Context: an optimization exercise on an open-source flow, tuned for small area and few clock cycles per item. The choices shown serve that exercise and are no tape-out recipe. RTL that was checked went through simulation tests only; none was proved equivalent to the original. Power figures rest on the tool's default switching activity, not on a simulated workload.

## stack_with_remove_by_value_unit
module stack_with_remove_by_value_unit #(
    parameter int unsigned DEPTH = stkrm_pkg::DEPTH_DEFAULT
) (
    input  logic                              aclk,
    input  logic                              aresetn,
    input  logic                              s_tvalid,
    output logic                              s_tready,
    input  logic [stkrm_pkg::S_TDATA_W-1:0]   s_tdata,
    output logic                              m_tvalid,
    input  logic                              m_tready,
    output logic [stkrm_pkg::M_TDATA_W-1:0]   m_tdata
);
For scale: about 1200 cells after synthesis, ~280 flip-flops, roughly 46 I/O pins, roughly 13000 µm² of cells after synthesis.
clock: 3.2 ns
lec_check: 0
cap_margin: 20
core_margin: 2
core_utilization: 40
gpl_timing_driven: 0
slew_margin: 20
synth_hierarchical: 1
synth_minimum_keep_size: 0
run.sh (not shown) runs the stock make flow with config.mk's settings and CLKGATE_MAP_FILE= SYNTH_SCRIPT=/design/flow/synth_recipe.tcl, a recipe that flattens the netlist after the stock synthesis.
The baseline reached the layout checks and failed them: setup timing.
Testbench counts at the start, summed over its fixed seeds: cycles 16,008, items 16,000.
Then changed:
CORE_UTILIZATION = 30   (was 40)
SETUP_SLACK_MARGIN = 0.08   (was not set)
After rerunning: The new run completed and failed the layout checks on setup timing; synthesized area is unchanged; flip-flop and latch count is unchanged; cell area came out lower by 0.52%; combinational power drops by about 2%; global-route usage falls by 5.0 points; synthesized cell count stays the same; first-iteration DRC count rises by 1.3%; sequential power stays flat.

== willow ==
stack_with_remove_by_value_unit, a different RTL version from the one above (not shown whole).
Size in the first run: about 1,200 cells after synthesis, ~280 flip-flops, roughly 46 I/O pins, ~0.013 sq mm of cells after synthesis.
export LEC_CHECK = 0
export CAP_MARGIN = 5
export CORE_MARGIN = 2
export CORE_UTILIZATION = 30
export CTS_CLUSTER_DIAMETER = 100
export CTS_CLUSTER_SIZE = 24
export GPL_TIMING_DRIVEN = 0
export SETUP_SLACK_MARGIN = -0.06
export SLEW_MARGIN = 5
export SYNTH_HIERARCHICAL = 1
export SYNTH_MINIMUM_KEEP_SIZE = 0
create_clock -name core_clock -period 3.2 [get_ports {aclk}]
standard.sh (not shown) runs the stock make flow with config.mk's settings and CLKGATE_MAP_FILE= SYNTH_SCRIPT=/design/flow/synth_recipe.tcl, a recipe that flattens the netlist after the stock synthesis.
==> flow/flow/run.sh <==
#!/bin/bash
# Own flow: the standard layout (standard.sh, unchanged synthesis and
# steps), except that the port buffers are plain buf_2 cells instead of the
# delay buffers buffer_ports picks by default. Every port still gets a buffer.
set -euo pipefail
export BUFFER_PORTS_ARGS="-buffer_cell sky130_fd_sc_hd__buf_2"
bash standard.sh finish > standard_flow.log 2>&1
Testbench counts of willow, summed over its fixed seeds: cycles 16,008, items 16,000.
Edits applied to the flow inputs when going from willow to raven:
--- a/flow/config.mk
+++ b/flow/config.mk
@@ -8 +8 @@
-export CAP_MARGIN = 5
+export CAP_MARGIN = 20
@@ -10,0 +11 @@
+export CTS_BUF_LIST = sky130_fd_sc_hd__clkbuf_8 sky130_fd_sc_hd__clkbuf_16
@@ -14,2 +15 @@
-export SETUP_SLACK_MARGIN = -0.06
-export SLEW_MARGIN = 5
+export SLEW_MARGIN = 20
Findings:
On number of setup buffers added after CTS, the higher figure sits with willow, not raven.
[compare] base=willow new=raven: count of cells resized by post-cts repair was more or less identical, combinational cell fraction of total power went up by 0.7 points, switching power total went up by 1.6%.
> inputs changed (raven -> zinc)
--- a/flow/config.mk
+++ b/flow/config.mk
@@ -8 +8 @@
-export CAP_MARGIN = 20
+export CAP_MARGIN = 5
@@ -10,2 +10 @@
-export CORE_UTILIZATION = 30
-export CTS_BUF_LIST = sky130_fd_sc_hd__clkbuf_8 sky130_fd_sc_hd__clkbuf_16
+export CORE_UTILIZATION = 50
@@ -15 +14 @@
-export SLEW_MARGIN = 20
+export SLEW_MARGIN = 5
## What came out
Looking at the reports, zinc completed the entire flow and the layout it produced met the timing, DRC and antenna checks.
In summary, raven completed successfully, with a layout that passed the timing, DRC and antenna checks.
Fraction of met1 tracks used by global routing up 13 points in zinc wrt raven
raven -> zinc: number of tap cells added at floorplan decreased by more than a quarter
The final reports for zinc and raven show total placed cells including tap cells lower in the former.
diff inputs: zinc => onyx
--- a/flow/config.mk
+++ b/flow/config.mk
@@ -10,3 +10,4 @@
-export CORE_UTILIZATION = 50
-export CTS_CLUSTER_DIAMETER = 100
-export CTS_CLUSTER_SIZE = 24
+export CORE_UTILIZATION = 30
+export CTS_BUF_LIST = sky130_fd_sc_hd__clkbuf_8
+export CTS_CLUSTER_DIAMETER = 70
+export CTS_CLUSTER_SIZE = 14
Results
- When onyx is set beside zinc, its total half-perimeter wirelength after legalization and detailed placement turns out to be 530 microns larger.
- On setup slack, onyx does better than zinc.
- Looking at onyx and zinc, the multi-input combinational cell count is a wash.

## trial 48
Starting RTL as in the previous note.
clock: 3.2 ns
lec_check: 0
cap_margin: 0
core_margin: 2
core_utilization: 30
cts_cluster_diameter: 100
cts_cluster_size: 24
gpl_timing_driven: 0
slew_margin: 0
synth_hierarchical: 1
synth_minimum_keep_size: 0
Scripts as last shown in full above: flow/flow/run.sh
Testbench counts of trial 48, summed over its fixed seeds: cycles 16,008, items 16,000.
Here is what was changed in the inputs of build 26 compared with trial 48.
Settings: SLEW_MARGIN now 20, was 0; CORE_UTILIZATION now 40, was 30; CAP_MARGIN now 20, was 0.
Findings:
- Build 26 ends up with lower count of clock-buffer cells in the layout than trial 48 does.
- Re cell area: build 26 is about 0.5% up on trial 48.
- Compared with trial 48, in build 26 flip-flop and latch count barely changed; die outline height dropped about 13%; length of the first detailed-routing pass in iterations climbed 1; smallest setup slack after layout dropped 41 ps.
- On fraction of area in registers, trial 48 and build 26 are neck and neck.
- Cmp trial 48 and build 26 / overall global routing resource usage / higher: build 26
- Xor/xnor share of the synthesized area: build 26 vs trial 48 identical
- On fraction of power spent switching nets, build 26 tracks trial 48 almost exactly.

build 63:
Starting RTL as in the previous note.
clock: 3.2 ns
lec_check: 0
cap_margin: 20
core_margin: 2
core_utilization: 30
gpl_timing_driven: 0
slew_margin: 20
synth_hierarchical: 1
synth_minimum_keep_size: 0
run.sh (not shown) runs the stock make flow with config.mk's settings and CLKGATE_MAP_FILE= SYNTH_SCRIPT=/design/flow/synth_recipe.tcl, a recipe that flattens the netlist after the stock synthesis.
Stock flow here: none of the scripts above is used.
Build 63 finished every step from synthesis to the final layout, and the layout passed the timing, DRC and antenna checks.
Testbench counts of build 63, summed over its fixed seeds: cycles 16,008, items 16,000.
The inputs of build 60 differ from those of build 63 as listed below.
==> flow/flow/run.sh (new file) <==
#!/bin/bash
# Own flow: the standard layout (standard.sh, unchanged synthesis and
# steps), except that the port buffers are plain buf_2 cells instead of the
# delay buffers buffer_ports picks by default. Every port still gets a buffer.
set -euo pipefail
export BUFFER_PORTS_ARGS="-buffer_cell sky130_fd_sc_hd__buf_2"
bash standard.sh finish > standard_flow.log 2>&1
==> flow/standard.sh (new file) <==
#!/bin/bash
# synth_recipe.tcl (not shown) runs the flow's synth.tcl, then flattens the netlist and writes it again
# the make line also repeats each setting of config.mk as NAME=value (left out here)
make -C /OpenROAD-flow-scripts/flow DESIGN_CONFIG=/design/flow/config.mk WORK_HOME=/design/flow/orfs CLKGATE_MAP_FILE= SYNTH_SCRIPT=/design/flow/synth_recipe.tcl "${@:-finish}"
-- flow/config.mk --
<<< build 63, line 11
>>> build 60, line 11
export CTS_CLUSTER_DIAMETER = 100
export CTS_CLUSTER_SIZE = 24
removed: flow/run.sh
==> comparison <==
- Build 60 reached the end of the flow, and the finished layout is clean on the timing, DRC and antenna checks.
- Per the final summary, build 63 finished and its layout is clean on timing, DRC and antenna.
- A startpoint of the worst setup timing path of m_tready is what build 63 shows, while g_kph[0].u_ph.phase belongs to build 60.
- Build 60 does better than build 63 on number of vias in the routed layout.
- Taking build 63 as the reference, in build 60 wire length after detailed routing went down; sequential share of layout area saw an increase; global-route usage neither gained nor lost much.
- The net count reported at finish in build 60 sits about 2% below the value recorded for build 63.
- Relative to build 63, total power decreased by 1500 uW in build 60.
- ~same simple-gate share of the synthesized area in build 60 and build 63
- The met3 layer usage reported by global route reported for build 60 is smaller than that of build 63 by 0.62 points.
- Looking at highest-delay cell along the critical path, the sky130_fd_sc_hd__dfxtp_1 result is from build 60; the sky130_fd_sc_hd__and3_2 one comes from build 63.
- Compared to build 63, build 60 has layout buffering overhead excluding clock cells 1.1 points lower.
- Build 60 against build 63: fraction of layout instances using a drive strength above 1 lower, first-pass iteration count of the detailed router higher.
Here is what was changed in the inputs of build 91 compared with build 60.
==> flow/run.sh (new file) <==
#!/bin/bash
# synth_recipe.tcl (not shown) runs the flow's synth.tcl, then flattens the netlist and writes it again
# the make line also repeats each setting of config.mk as NAME=value (left out here)
make -C /OpenROAD-flow-scripts/flow DESIGN_CONFIG=/design/flow/config.mk WORK_HOME=/design/flow/orfs CLKGATE_MAP_FILE= SYNTH_SCRIPT=/design/flow/synth_recipe.tcl finish
removed: flow/flow/run.sh
removed: flow/standard.sh
## What came out
Any difference in multi-input gate count between build 91 and build 60 is small enough to ignore. reg2reg as the type of the worst min-delay path was reported by build 91, and in2reg by build 60. The clock network fraction of total power on build 91 is in line with that on build 60. Multi-input gate area in the final layout, build 91 vs build 60: up slightly. Build 91 vs. build 60: routed length on met1 went up by 0.87%. More vias were needed by build 91 than by build 60. Build 91: sequential cell area share is 0.62 points lower than what build 60 reported. Cell depth of the worst min-delay path: build 91 vs build 60 down 2. Wire length of the first global-routing pass (build 91 over build 60): increase, 0.73%. On fmax, the lower figure sits with build 91, not build 60. Note that the wire length on met3 recorded for build 60 amounts to 0.903 times the value seen in build 91. From build 60 to build 91, adder-cell area share of the yosys netlist did not move at all.
Input-level comparison between build 30 and build 91:
==> flow/flow/run.sh (new file) <==
#!/bin/bash
# Own flow: the standard layout (standard.sh, unchanged synthesis and
# steps), except that the port buffers are plain buf_2 cells instead of the
# delay buffers buffer_ports picks by default. Every port still gets a buffer.
set -euo pipefail
export BUFFER_PORTS_ARGS="-buffer_cell sky130_fd_sc_hd__buf_2"
bash standard.sh finish > standard_flow.log 2>&1
==> flow/standard.sh (new file) <==
#!/bin/bash
# synth_recipe.tcl (not shown) runs the flow's synth.tcl, then flattens the netlist and writes it again
# the make line also repeats each setting of config.mk as NAME=value (left out here)
make -C /OpenROAD-flow-scripts/flow DESIGN_CONFIG=/design/flow/config.mk WORK_HOME=/design/flow/orfs CLKGATE_MAP_FILE= SYNTH_SCRIPT=/design/flow/synth_recipe.tcl "${@:-finish}"
-- flow/config.mk --
<<< build 91, line 8
export CAP_MARGIN = 20
>>> build 30, line 8
export CAP_MARGIN = 5
<<< build 91, line 14
export SLEW_MARGIN = 20
>>> build 30, line 14
export SLEW_MARGIN = 5
removed: flow/run.sh
## What came out
Sort build 91 and build 30 by clock network power desc -> top: build 91
In terms of part of the power in the clock network, build 91 and build 30 differ only marginally.
Per the comparison of build 30 with build 91, post-layout worst setup margin increased by 0.071 ns relative to the old numbers, final area decreased by 580 sq um relative to the old numbers.
Compared with build 91, in build 30 final period utilization decreased 2.2 points; global-route usage fell by 0.22 points.
[compare] base=build 91 new=build 30: number of antenna cells inserted about even; detailed-route wire length fell 2.3%.
Build 91 vs build 30, slowest stage cell on the critical path: sky130_fd_sc_hd__or3_2 vs sky130_fd_sc_hd__or3b_4

Setup of run F:
Another version of the RTL of stack_with_remove_by_value_unit (not shown whole).
For scale: about 1200 cells after synthesis, about 280 flip-flops, ~46 I/O pins.
==> flow/design.v (excerpt) <==
module stack_with_remove_by_value_unit #(
    parameter int unsigned DEPTH = stkrm_pkg::DEPTH_DEFAULT
) (
    input  logic                              aclk,
    input  logic                              aresetn,
    input  logic                              s_tvalid,
    output logic                              s_tready,
    input  logic [stkrm_pkg::S_TDATA_W-1:0]   s_tdata,
    output logic                              m_tvalid,
    input  logic                              m_tready,
    output logic [stkrm_pkg::M_TDATA_W-1:0]   m_tdata
);
    localparam int unsigned FILL_W = $clog2(DEPTH + 1);
    localparam int unsigned VW     = stkrm_pkg::VALUE_W;
    localparam int unsigned CW     = stkrm_pkg::COUNT_W;
    localparam int unsigned NG     = DEPTH / 4;         
    logic [1:0]             cmd;
    logic [VW-1:0]          value;
    logic [VW-1:0]          value_s;       
    logic                   accept;
    logic                   empty;
    logic                   full;
    logic                   any_hit;       
    logic                   is_push;
    logic                   is_pop;
    logic                   is_peek;
    logic                   is_remove;
    logic                   shift_dn;      
    logic                   shift_up;      
    logic                   shift_up_n;
    logic                   rm_go;         
    logic                   phase;
    logic [VW-1:0]          key_phase;     
    logic [VW-1:0]          cell_s   [DEPTH];
    logic                   lo_n     [DEPTH];    
    logic                   hi_n     [DEPTH];    
    logic                   look_n   [DEPTH];    
    logic                   hit      [DEPTH];    
    logic                   grp_n    [DEPTH];    
    logic                   dn       [DEPTH];    
    logic                   hold     [DEPTH];    
    logic                   tot_n    [NG];       
    logic                   pre_a_n  [NG+1];     
    logic                   pre_b_n  [NG+1];     
    logic                   occ      [DEPTH];    
  ...
==> flow/config.mk <==
export PLATFORM = sky130hd
export DESIGN_NAME = stack_with_remove_by_value_unit
export DESIGN_NICKNAME = stack_with_remove_by_value_unit
export VERILOG_FILES = /design/flow/design.v
export SDC_FILE = /design/flow/constraint.sdc
export NUM_CORES = 4
export LEC_CHECK = 0
export CAP_MARGIN = 5
export CORE_MARGIN = 2
export CORE_UTILIZATION = 50
export CTS_CLUSTER_DIAMETER = 100
export CTS_CLUSTER_SIZE = 24
export GPL_TIMING_DRIVEN = 0
export SETUP_SLACK_MARGIN = -0.04
export SLEW_MARGIN = 5
export SYNTH_HIERARCHICAL = 1
export SYNTH_MINIMUM_KEEP_SIZE = 0
==> flow/constraint.sdc <==
create_clock -name core_clock -period 3.2 [get_ports {aclk}]
set_input_delay 0.6400 -clock core_clock [delete_from_list [all_inputs] [get_ports {aclk}]]
set_output_delay 0.6400 -clock core_clock [all_outputs]
set_load 0.01 [all_outputs]
standard.sh (not shown) runs the stock make flow with config.mk's settings and CLKGATE_MAP_FILE= SYNTH_SCRIPT=/design/flow/synth_recipe.tcl, a recipe that flattens the netlist after the stock synthesis.
==> flow/flow/run.sh <==
#!/bin/bash
# Own flow: the standard layout (standard.sh, unchanged synthesis and
# steps), except that the port buffers are plain buf_2 cells instead of the
# delay buffers buffer_ports picks by default. Every port still gets a buffer.
set -euo pipefail
export BUFFER_PORTS_ARGS="-buffer_cell sky130_fd_sc_hd__buf_2"
bash standard.sh finish > standard_flow.log 2>&1
Run F finished every stage and its layout cleared the timing, DRC and antenna checks.
### run F -> run Z
- SETUP_SLACK_MARGIN removed (was -0.04)
[summary]
Run Z -> run F: critical path depth flat
The maximum frequency of run Z is higher than that of run F.
The run showing the smaller core occupancy in the finished layout is run F.
Per the comparison of run Z with run F, required time of the critical path stayed essentially flat; global-route wire length before repair stayed essentially flat.
No functional check of the RTL was part of any run of this note.

[static timing again, ports no longer ideal]
How much do the figures lean on ideal ports? The routed layouts below were timed once more, with nothing changed but the port constraints.
Step 1, drivers: a clkbuf_16 drives aclk and a buf_2 each remaining input, both assumed.
Step 2 adds t to the input delays and takes it off the output delays; t is the mean of the earliest and latest rising clock arrival at the registers after step 1. Input paths then give back, and output paths get back, about the clock's delay inside the block.
a / b / c = no drivers / after step 1 / after step 2; a / b = the first two.
| run | t, ns | slack for setup (ns) | worst hold slack (ns) | latest minus earliest clock arrival (ns) | slew at the worst register clock pin (ns) |
|---|---|---|---|---|---|
| the first run of note 1 | 0.622 | -0.071 / -0.071 / -0.603 | 0.515 / 0.515 / 0.515 | 0.022 / 0.022 | 0.06 / 0.06 |
| the second run of note 1 | 0.613 | -0.007 / -0.007 / -0.555 | 0.521 / 0.521 / 0.521 | 0.025 / 0.025 | 0.06 / 0.06 |
| willow | 0.548 | 0.083 / 0.083 / -0.233 | 0.428 / 0.404 / 0.523 | 0.015 / 0.015 | 0.11 / 0.11 |
| raven | 0.556 | 0.137 / 0.137 / -0.223 | 0.430 / 0.407 / 0.490 | 0.028 / 0.028 | 0.11 / 0.11 |
| zinc | 0.538 | 0.100 / 0.100 / -0.210 | 0.426 / 0.401 / 0.479 | 0.019 / 0.018 | 0.10 / 0.10 |
| onyx | 0.612 | 0.152 / 0.152 / -0.218 | 0.379 / 0.359 / 0.483 | 0.029 / 0.030 | 0.10 / 0.10 |
| trial 48 | 0.548 | 0.140 / 0.140 / -0.205 | 0.434 / 0.407 / 0.486 | 0.018 / 0.018 | 0.11 / 0.11 |
| build 26 | 0.559 | 0.099 / 0.099 / -0.243 | 0.407 / 0.374 / 0.492 | 0.032 / 0.032 | 0.10 / 0.10 |
| build 63 | 0.607 | 0.147 / 0.162 / -0.440 | 0.487 / 0.487 / 0.487 | 0.013 / 0.013 | 0.06 / 0.06 |
| build 60 | 0.553 | 0.132 / 0.132 / -0.229 | 0.437 / 0.413 / 0.490 | 0.025 / 0.025 | 0.10 / 0.10 |
| build 91 | 0.549 | 0.053 / 0.079 / -0.470 | 0.486 / 0.486 / 0.486 | 0.016 / 0.016 | 0.10 / 0.10 |
| build 30 | 0.544 | 0.124 / 0.124 / -0.250 | 0.428 / 0.405 / 0.482 | 0.015 / 0.015 | 0.10 / 0.10 |
| run F | 0.542 | 0.080 / 0.080 / -0.284 | 0.427 / 0.403 / 0.486 | 0.015 / 0.015 | 0.10 / 0.10 |
| run Z | 0.542 | 0.107 / 0.107 / -0.219 | 0.427 / 0.402 / 0.481 | 0.014 / 0.014 | 0.10 / 0.10 |
Met with ideal ports but missed after step 2: setup timing in 12 of these runs. For build 63, which loses most, drivers alone change the setup slack by +0.015 ns; drivers and shift together by -0.587 ns.
